What follows belongs to an exercise in optimizing a design on an open flow for small area; a production flow would make more cautious choices.
Only simulation tests tie the RTL to the original design; equivalence was not proved.
Power figures rest on the tool's default switching activity, not on a simulated workload.

Setup of oak:
==> module udp_tx_top, before the edit <==
module udp_tx_top (
    input  logic                                       clk,
    input  logic                                       reset,
    input  logic                                       send,
    input  udp_tx_cfg_pkg::udp_request_t               request,
    input  logic [udp_tx_cfg_pkg::PAYLOAD_BYTES*8-1:0] payload,
    output logic                                       ready,
    output udp_tx_cfg_pkg::mii_tx_t                    tx
);
    localparam int RING = 336;
    logic [1:0] div;
    logic       busy;        
    logic [7:0] n;           
    logic [1:0] v;           
    logic [9:0] pos;
    assign pos = {n, div[1] ~^ div[0], ~div[0]};
    logic accept;
    assign accept = send & ready;
    logic tick;
    assign tick = (div == 2'd0);
    logic [7:0] n_step;
    assign n_step[0] = n[0] ^ tick;
    for (genvar i = 1; i < 8; i++) begin : g_inc
        assign n_step[i] = n[i] ^ (tick & (&n[i-1:0]));
    end
    always_ff @(posedge clk) begin
        if (reset) begin
            div <= '0;
        end else begin
            div <= {div[1] ^ div[0], ~div[0]};
        end
    end
    always_ff @(posedge clk) begin
        n <= accept ? {8{div[1]}} : n_step;
    end
    always_ff @(posedge clk) begin
        if (reset) begin
            ready <= 1'b1;
            busy  <= 1'b0;
        end else if (accept) begin
            ready <= 1'b0;
            busy  <= 1'b1;
        end else if (busy && tick && n == 8'd167) begin
            ready <= 1'b1;
            busy  <= 1'b0;
        end
    end
    always_ff @(posedge clk) begin
        if (ready) begin
            v <= div;
        end
    end
    logic [1:0] sel;
    assign sel = {v[1], ~v[0]};
    logic [479:0] fdata;
    assign fdata = {request.dest_mac, request.src_mac, 16'h0, 80'h0, 16'h0,
                    request.src_ip, request.dest_ip, request.src_port, request.dest_port,
                    32'h0, payload};
    logic [RING-1:0] ring;
    logic [RING-1:0] ring_in;
    for (genvar q = 0; q < RING; q++) begin : g_map
        localparam int TF = (q < 144) ? (479 - q) : (q < 240) ? (447 - q) : (335 - q);
        assign ring_in[q] = fdata[(59 - TF / 8) * 8 + TF % 8];
    end
    localparam int CS_W = 146;
    logic [RING-1:0] ring_prev;
    logic            cs_wr, cs_sum;
    always_comb begin
        ring_prev = {ring[RING-2:0], ring[RING-1]};
        if (cs_wr) begin
            ring_prev[CS_W] = cs_sum;
        end
    end
    always_ff @(posedge clk) begin
        ring <= ~((ring_in | {RING{busy}}) & (ring_prev | {RING{ready}}));
    end
    logic corr;
    assign corr = pos[0] ^ sel[0];
    logic tap_a, tap_b, tap_c;
    assign tap_a = ring[62 + sel] ^ corr;
    assign tap_b = ring[174 + sel] ^ corr;
    assign tap_c = ring[206 + sel] ^ corr;
    localparam logic [15:0] CSUM_INIT = 16'h4C44;
    logic cy;
    logic cs_init, cs_first, cs_win, cs_d, cs_a;
    assign cs_init  = (pos < 10'd160);
    assign cs_first = (pos < 10'd176);
    assign cs_win   = (pos < 10'd224);
    assign cs_wr    = !cs_init && (pos < 10'd240);
    assign cs_d     = cs_win & tap_a;
    assign cs_a     = cs_first ? CSUM_INIT[pos[3:0]] : ring[CS_W + 15];
    assign cs_sum   = cs_a ^ cs_d ^ cy;
    always_ff @(posedge clk) begin
        if (cs_init) begin
            cy <= 1'b0;
        end else begin
            cy <= (cs_a & cs_d) | (cs_a & cy) | (cs_d & cy);
        end
    end
    logic cs_out;
    assign cs_out = ring[CS_W + 31];
    logic [7:0] kbyte;
    always_comb begin
        case (pos[9:3])
            7'd20:   kbyte = 8'h08;
            7'd22:   kbyte = 8'h45;
            7'd23:   kbyte = 8'h0C;
            7'd25:   kbyte = 8'h2E;
            7'd30:   kbyte = 8'hFF;
            7'd31:   kbyte = 8'h11;
            7'd47:   kbyte = 8'h1A;
            default: kbyte = 8'h00;
        endcase
    end
    logic [31:0] crc;
    logic        s;
    always_comb begin
        if (ready || pos < 10'd64) begin
            s = ~pos[0] | (pos[5:0] == 6'd63);
        end else if (pos < 10'd160) begin
            s = tap_a;
        end else if (pos < 10'd256) begin
            s = kbyte[pos[2:0]];
        end else if (pos < 10'd272) begin
            s = ~cs_out;
        end else if (pos < 10'd368) begin
            s = tap_b;
        end else if (pos < 10'd400) begin
            s = kbyte[pos[2:0]];
        end else if (pos < 10'd544) begin
            s = tap_c;
        end else begin
            s = ~crc[0];
        end
    end
    localparam logic [31:0] POLY = 32'hEDB88320;
    logic in_frame, fb;
    assign in_frame = (pos >= 10'd64) && (pos < 10'd544);
    assign fb       = crc[0] ^ s;
    always_ff @(posedge clk) begin
        for (int i = 0; i < 31; i++) begin
            crc[i] <= crc[i+1] ^ (POLY[i] & in_frame & fb);
        end
        crc[31] <= in_frame ? fb : 1'b1;
    end
    logic [2:0] col;
    logic       sending;
    assign sending = busy && (n < 8'd144);
    always_ff @(posedge clk) begin
        col <= {s, col[2:1]};
    end
    logic en_q;
    logic [3:0] d_q;
    always_ff @(posedge clk) begin
        if (reset) begin
            en_q <= 1'b0;
            d_q  <= '0;
        end else if (tick) begin
            en_q <= sending;
            d_q  <= sending ? {s, col} : 4'h0;
        end
    end
    assign tx.en     = en_q;
    assign tx.strobe = en_q && (div == 2'd1);
    assign tx.d      = d_q;
endmodule
Settings: LEC_CHECK=0, ABC_AREA=0, CAP_MARGIN=20, CORE_MARGIN=2, CORE_UTILIZATION=60, SLEW_MARGIN=20; clock period 10.0 ns.
standard.sh (not shown) runs the stock make flow with config.mk's settings and CLKGATE_MAP_FILE= SYNTH_SCRIPT=/design/flow/synth_recipe.tcl, a recipe that flattens the netlist after the stock synthesis.
==> flow/flow/run.sh <==
#!/bin/bash
# The standard layout (standard.sh) with three changes:
#  - synthesis is the standard flow's script, but ABC maps with flow/area.abc for area
#  - the port buffers are buf_1 cells
#  - CTS uses clkbuf_4 cells and adds no dummy loads
# Each tool's full output is in orfs/logs; make's output is in flow_make.log.
set -euo pipefail
W=$(pwd)
export BUFFER_PORTS_ARGS="-buffer_cell sky130_fd_sc_hd__buf_1"
export CTS_ARGS="-sink_clustering_enable -repair_clock_nets -dont_use_dummy_load -buf_list sky130_fd_sc_hd__clkbuf_4 -sink_clustering_size 12 -sink_clustering_max_diameter 40"
export MY_ABC_SCRIPT="$W/flow/area.abc"
cat "$W/flow/abc_override.tcl" "$W/synth_recipe.tcl" > "$W/own_synth.tcl"
sed "s#SYNTH_SCRIPT=[^ ]*#SYNTH_SCRIPT=$W/own_synth.tcl#" "$W/standard.sh" > "$W/own_standard.sh"
grep -q "SYNTH_SCRIPT=$W/own_synth.tcl" "$W/own_standard.sh"
bash "$W/own_standard.sh" > flow_make.log 2>&1
==> flow/flow/abc_override.tcl <==
# Runs ABC with this flow's own mapping script (flow/area.abc) and no delay
# target in place of ORFS's; everything else in synthesis is the standard flow's.
proc abc {args} {
  set i [lsearch -exact $args -script]
  if { $i >= 0 } {
    set args [lreplace $args $i [expr {$i + 1}] -script $::env(MY_ABC_SCRIPT)]
  }
  set i [lsearch -exact $args -D]
  if { $i >= 0 } {
    set args [lreplace $args $i [expr {$i + 1}]]
  }
  yosys abc {*}$args
}
==> flow/flow/area.abc <==
strash; dc2; dc2; strash; &get -n; &dch -f; &nf -R 1000; &put; topo; dnsize
For pine, these inputs were changed with respect to oak:
-- flow/design.v --
<<< oak, line 44
    localparam int RING = 336;
    logic [1:0] div;
    logic       busy;        
    logic [7:0] n;           
>>> pine, line 44
    localparam int RING = 336;
    logic [1:0] div;
    logic       tick;
    logic       busy;        
    logic [7:0] n;           
<<< oak, line 51
    logic accept;
    assign accept = send & ready;
    logic tick;
    assign tick = (div == 2'd0);
    logic [7:0] n_step;
    assign n_step[0] = n[0] ^ tick;
    for (genvar i = 1; i < 8; i++) begin : g_inc
        assign n_step[i] = n[i] ^ (tick & (&n[i-1:0]));
    end
    always_ff @(posedge clk) begin
        if (reset) begin
            div <= '0;
        end else begin
            div <= {div[1] ^ div[0], ~div[0]};
        end
    end
    always_ff @(posedge clk) begin
        n <= accept ? {8{div[1]}} : n_step;
    end
    always_ff @(posedge clk) begin
>>> pine, line 52
    logic accept;
    assign accept = send & ready;
    logic [7:0] n_inc;
    assign n_inc[0] = ~n[0];
    for (genvar i = 1; i < 8; i++) begin : g_inc
        assign n_inc[i] = n[i] ^ (&n[i-1:0]);
    end
    always_ff @(posedge clk) begin
        if (reset) begin
            div  <= '0;
            tick <= 1'b0;
        end else begin
            div  <= {div[1] ^ div[0], ~div[0]};
            tick <= (div == 2'd3);
        end
    end
    always_ff @(posedge clk) begin
<<< oak, line 72
            ready <= 1'b1;
            busy  <= 1'b0;
        end else if (accept) begin
            ready <= 1'b0;
            busy  <= 1'b1;
        end else if (busy && tick && n == 8'd167) begin
            ready <= 1'b1;
            busy  <= 1'b0;
        end
    end
>>> pine, line 70
            ready <= 1'b1;
            busy  <= 1'b0;
            n     <= '0;
        end else if (accept) begin
            ready <= 1'b0;
            busy  <= 1'b1;
            n     <= {8{div[1]}};
        end else if (busy && tick) begin
            if (n == 8'd167) begin
                ready <= 1'b1;
                busy  <= 1'b0;
                n     <= '0;
            end else begin
                n <= n_inc;
            end
        end
    end
<<< oak, line 150
    logic        s;
    always_comb begin
        if (ready || pos < 10'd64) begin
            s = ~pos[0] | (pos[5:0] == 6'd63);
        end else if (pos < 10'd160) begin
>>> pine, line 155
    logic        s;
    always_comb begin
        if (pos < 10'd64) begin
            s = ~pos[0] | (pos[5:0] == 6'd63);
        end else if (pos < 10'd160) begin
--- outcome ---
oak → pine: total instance count after detailed placement shows an increase of 11, fraction of area in multi-input gates shows no meaningful change, number of standard cells in the final layout excluding fillers shows an increase of 11, area taken by flip-flops and latches shows no meaningful change. Taking oak as the reference, in pine global-route usage climbed 0.53 points; highest ir drop seen on vdd moved down; time the final worst path needs with I/O delays and setup went up 0.13 ns; final period utilization picked up an extra 1.3 points. Re met1 layer usage reported by global route: pine is 0.27 points down on oak. Routed wire length: pine and oak compared, higher one is pine. Looking only at total power, and setting everything else aside, the lower value of pine and oak goes to pine. Die: pine bigger than oak. Relative to oak, number of antenna violations at the first check in global routing has decreased by 2 in pine.

==> separate check: timing with driven ports <==
In the flow no input, the clock included, has a driving cell. The finished layouts below were timed again as built, in two steps.
Step 1: set_driving_cell puts a clkbuf_16 on clk and a buf_2 on each other input, an assumption about the parent block.
Step 2 moves the port delays by t, midway between the first and last clock arrival at a register: inputs arrive t later, outputs are due t later. That takes back most of the time a late clock gives input paths.
Three values: no drivers, after step 1, after step 2; two values: the first two.
run	shift t [ns]	setup WS [ns]	hold slack, ns
oak	0.652	6.348 / 6.306 / 6.712	0.323 / 0.323 / 0.323
pine	0.658	6.218 / 6.179 / 6.508	0.286 / 0.286 / 0.286
After both steps every run listed still meets setup and hold.
